From an optimization exercise on the open Yosys and OpenROAD flow, aimed at small area, a short achievable clock period and few clock cycles per item; shortcuts taken in it are not production practice.
The RTL was checked by simulation tests, not by an equivalence proof against the original design.

==> inputs of 03-12 <==
==> flow/design.v (excerpt) <==
module rational_arith_gcd_reduce_top (
  input  logic               clk,
  input  logic               rst,
  input  logic               operands_valid,
  output logic               operands_ready,
  input  logic [1:0]         operands_command,
  input  logic signed [15:0] operands_left_num,
  input  logic        [14:0] operands_left_den,
  input  logic signed [15:0] operands_right_num,
  input  logic        [14:0] operands_right_den,
  output logic               result_valid,
  input  logic               result_ready,
  output logic signed [31:0] result_result_num,
  output logic        [30:0] result_result_den,
  output logic               result_status
);
  localparam int K = 4;
  typedef enum logic [2:0] {
    S_IDLE, S_M0, S_M1, S_M2, S_M3, S_GCD, S_OUT
  } state_t;
  state_t state;
  state_t state_n;
  logic   pending;     
  logic   pending_n;
  logic   p1;          
  logic   p1_n;
  logic [1:0]  cmd;
  logic [14:0] bd;
  logic [14:0] mo;
  logic        mos;
  logic        an;
  logic        cn;
  logic fl_md;    
  logic fl_an;    
  logic fl_s2;    
  logic [30:0]        u;
  logic [30:0]        v;
  logic signed [31:0] a0;
  logic [29:0]        a1;
  logic signed [31:0] b0;
  logic [29:0]        b1;
  logic               status;
  logic in_m1;
  logic in_m2;
  logic in_m3;
  logic in_gcd;
  logic in_out;
  logic ready_q;
  logic take;
  assign operands_ready = ready_q;
  assign take = operands_valid && ready_q;
  logic [31:0] s1;     
  logic [30:0] dm;     
  logic [30:0] dmag;   
  logic        gt;     
  logic        u_zero;
  logic        uv_eq;
  assign s1 = {1'b0, u} - {1'b0, v};
  assign gt = !s1[31];
  always_comb begin
    logic [31:0] m;
    m = {1'b0, u ^ v};
    for (int s = 1; s < 32; s = s * 2) m = m | (m << s);
    dm    = m[29:0] << 1;
    uv_eq = !m[30];
  end
  assign dmag   = s1[30:0] ^ (gt ? 31'd0 : dm);
  assign u_zero = (u == '0);
  function automatic logic [2:0] tz(input logic [K-1:0] x);
    tz = 3'(K);
    for (int i = K - 1; i >= 0; i--) begin
      if (x[i]) tz = 3'(i);
    end
  endfunction
  logic st_both_even;
  logic st_swap;
  logic st_vstrip;
  logic st_sub;
  assign st_both_even = !u[0] && !v[0];
  assign st_swap      = !u[0] && v[0];
  assign st_vstrip    = u[0] && !v[0];
  ...
==> flow/config.mk <==
export PLATFORM = sky130hd
export DESIGN_NAME = rational_arith_gcd_reduce_top
export DESIGN_NICKNAME = rational_arith_gcd_reduce_top
export VERILOG_FILES = /design/flow/design.v
export SDC_FILE = /design/flow/constraint.sdc
export NUM_CORES = 4
export LEC_CHECK = 0
export CAP_MARGIN = 20
export CORE_MARGIN = 2
export CORE_UTILIZATION = 48
export PLACE_DENSITY = 0.6
export SETUP_SLACK_MARGIN = 5
export SLEW_MARGIN = 20
==> flow/constraint.sdc <==
create_clock -name core_clock -period 9.0 [get_ports {clk}]
set_input_delay 1.8000 -clock core_clock [delete_from_list [all_inputs] [get_ports {clk}]]
set_output_delay 1.8000 -clock core_clock [all_outputs]
set_load 0.01 [all_outputs]
run.sh (not shown) runs the stock make flow with config.mk's settings and CLKGATE_MAP_FILE= SYNTH_SCRIPT=/design/flow/synth_recipe.tcl, a recipe that flattens the netlist after the stock synthesis.
==> inputs of 11-20, as changes to 03-12 <==
--- a/flow/design.v
+++ b/flow/design.v
@@ -1181,13 +1181,14 @@
   output logic               result_valid,
   input  logic               result_ready,
   output logic signed [31:0] result_result_num,
   output logic        [30:0] result_result_den,
   output logic               result_status
 );
-  localparam int K = 4;
+  localparam int K = 8;
+  localparam int KC = 4;
   typedef enum logic [2:0] {
     S_IDLE, S_M0, S_M1, S_M2, S_M3, S_GCD, S_OUT
   } state_t;
   state_t state;
   state_t state_n;
   logic   pending;     
@@ -1233,36 +1234,38 @@
     for (int s = 1; s < 32; s = s * 2) m = m | (m << s);
     dm    = m[29:0] << 1;
     uv_eq = !m[30];
   end
   assign dmag   = s1[30:0] ^ (gt ? 31'd0 : dm);
   assign u_zero = (u == '0);
-  function automatic logic [2:0] tz(input logic [K-1:0] x);
-    tz = 3'(K);
+  function automatic logic [3:0] tz(input logic [K-1:0] x);
+    tz = 4'(K);
     for (int i = K - 1; i >= 0; i--) begin
-      if (x[i]) tz = 3'(i);
+      if (x[i]) tz = 4'(i);
     end
   endfunction
   logic st_both_even;
   logic st_swap;
   logic st_vstrip;
   logic st_sub;
   assign st_both_even = !u[0] && !v[0];
   assign st_swap      = !u[0] && v[0];
   assign st_vstrip    = u[0] && !v[0];
   assign st_sub       = u[0] && v[0];
-  logic [1:0] ks;   
+  logic [2:0] ks;   
+  logic [1:0] kc;   
+  assign kc = 2'(tz({{(K-KC){1'b1}}, u[KC-1:0] | v[KC-1:0]}) - 4'd1);
   always_comb begin
     if (st_sub) begin
-      ks = 2'(tz(s1[K-1:0]) - 3'd1);
+      ks = 3'(tz(s1[K-1:0]) - 4'd1);
     end else if (st_vstrip) begin
-      ks = 2'(tz(v[K-1:0]) - 3'd1);
+      ks = 3'(tz(v[K-1:0]) - 4'd1);
     end else if (st_swap) begin
-      ks = 2'(tz(u[K-1:0]) - 3'd1);
+      ks = 3'(tz(u[K-1:0]) - 4'd1);
     end else begin
-      ks = 2'(tz(u[K-1:0] | v[K-1:0]) - 3'd1);
+      ks = {1'b0, kc};
     end
   end
   logic [30:0]        vsrc;
   logic signed [31:0] bsrc0;
   logic [29:0]        bsrc1;
   logic [30:0]        v_step;
@@ -1281,13 +1284,13 @@
       bsrc1 = a1;
       u_step = v;
     end else begin
       vsrc  = v;
       bsrc0 = b0;
       bsrc1 = b1;
-      u_step = st_both_even ? ((u >> 1) >> ks) : u;
+      u_step = st_both_even ? ((u >> 1) >> kc) : u;
     end
   end
   assign v_step  = (vsrc >> 1) >> ks;
   assign b0_step = (bsrc0 <<< 1) <<< ks;
   assign b1_step = (bsrc1 << 1) << ks;
   logic gcd_done;
==> flow/config.mk (replaced) <==
export PLATFORM = sky130hd
export DESIGN_NAME = rational_arith_gcd_reduce_top
export DESIGN_NICKNAME = rational_arith_gcd_reduce_top
export VERILOG_FILES = /design/flow/design.v
export SDC_FILE = /design/flow/constraint.sdc
export NUM_CORES = 4
export LEC_CHECK = 0
export CAP_MARGIN = 10
export CORE_MARGIN = 2
export CORE_UTILIZATION = 55
export PLACE_DENSITY = 0.65
export SETUP_SLACK_MARGIN = 5
export SLEW_MARGIN = 10
==> inputs of 02-14, as changes to 03-12 <==
--- a/flow/design.v
+++ b/flow/design.v
@@ -1256,13 +1256,13 @@
       ks = 2'(tz(s1[K-1:0]) - 3'd1);
     end else if (st_vstrip) begin
       ks = 2'(tz(v[K-1:0]) - 3'd1);
     end else if (st_swap) begin
       ks = 2'(tz(u[K-1:0]) - 3'd1);
     end else begin
-      ks = 2'(tz(u[K-1:0] | v[K-1:0]) - 3'd1);
+      ks = 2'd0;
     end
   end
   logic [30:0]        vsrc;
   logic signed [31:0] bsrc0;
   logic [29:0]        bsrc1;
   logic [30:0]        v_step;
@@ -1281,13 +1281,13 @@
       bsrc1 = a1;
       u_step = v;
     end else begin
       vsrc  = v;
       bsrc0 = b0;
       bsrc1 = b1;
-      u_step = st_both_even ? ((u >> 1) >> ks) : u;
+      u_step = st_both_even ? (u >> 1) : u;
     end
   end
   assign v_step  = (vsrc >> 1) >> ks;
   assign b0_step = (bsrc0 <<< 1) <<< ks;
   assign b1_step = (bsrc1 << 1) << ks;
   logic gcd_done;
--- a/flow/config.mk
+++ b/flow/config.mk
@@ -4,10 +4,10 @@
 export VERILOG_FILES = /design/flow/design.v
 export SDC_FILE = /design/flow/constraint.sdc
 export NUM_CORES = 4
 export LEC_CHECK = 0
 export CAP_MARGIN = 20
 export CORE_MARGIN = 2
-export CORE_UTILIZATION = 48
-export PLACE_DENSITY = 0.6
+export CORE_UTILIZATION = 55
+export PLACE_DENSITY = 0.65
 export SETUP_SLACK_MARGIN = 5
 export SLEW_MARGIN = 20
==> comparison table <==
metric                                                                    03-12           11-20           02-14
Number of multi-input combinational cells in the layout                   3,332           3,442           3,165
Placed Cells incl. Taps                                                   4,971           5,014           4,683
Status                                                           finished clean  finished clean  finished clean
Fraction of synthesized area in multiplexers                              5.00%           6.91%           6.01%
Clock latency (worst-skew pair)                                          600 ps          590 ps          570 ps
Headroom to the max-slew limit                                            15.9%           25.0%           19.7%
Global-route wire length before repair                               183,000 um      194,000 um      174,000 um
Total routed wire length on the met1 layer                            48,300 um       49,800 um       44,400 um
Cell count after synthesis                                                4,243           4,382           4,058
Layout clock buffer count                                                    59              52              59
Share of post-route cells with drive strength above 1                     10.6%           15.9%           10.1%
Crit path required time                                                 9300 ps         9450 ps         9440 ps
Bufs and invs on worst path                                                   2               1               4
Cell count of the worst reg-to-reg path                                      15              14              15
Cell at the slowest stage of the critical path                         edfxtp_1        edfxtp_1           or4_4
Share of the synthesized area in compound gates (AO/OA/AOI/OAI)           29.4%           28.9%           28.6%
Cell with the most instances after synthesis                             nor2_1          nor2_1         nand2_1
Testbench counts of 03-12, summed over its fixed seeds: cycles 37,240, items 2,400.
Testbench counts of 11-20, summed over its fixed seeds: cycles 35,492, items 2,400.
Testbench counts of 02-14, summed over its fixed seeds: cycles 38,964, items 2,400.

==> afterwards: timing with drivers on the ports <==
No port has a modelled driver above. Below, the same layouts with a new extraction and two added sets of constraints. Step 1 (the two cells are an assumption about what drives the block):
set clk [get_ports {clk}]
set_driving_cell -lib_cell sky130_fd_sc_hd__clkbuf_16 $clk
set_driving_cell -lib_cell sky130_fd_sc_hd__buf_2 [delete_from_list [all_inputs] $clk]
Step 2, shift: input delay + t, output delay - t, t = (earliest + latest rising clock arrival at the registers) / 2. This alone moves slack from input paths to output paths. Three values: no drivers, after step 1, after step 2; two values: the first two.
run	shift t [ns]	setup slack, ns	worst slew at a driven data input, ns	cell pins on the clock port's net
03-12	0.630	5.032 / 5.032 / 4.777	0.05	1
11-20	0.640	4.880 / 4.880 / 4.588	0.06	1
02-14	0.615	5.007 / 5.007 / 4.611	0.04	1
After both steps every run listed still meets setup and hold. The setup slack of 02-14, which loses most, moves by 0.000 ns with the drivers and by -0.396 ns with both steps.
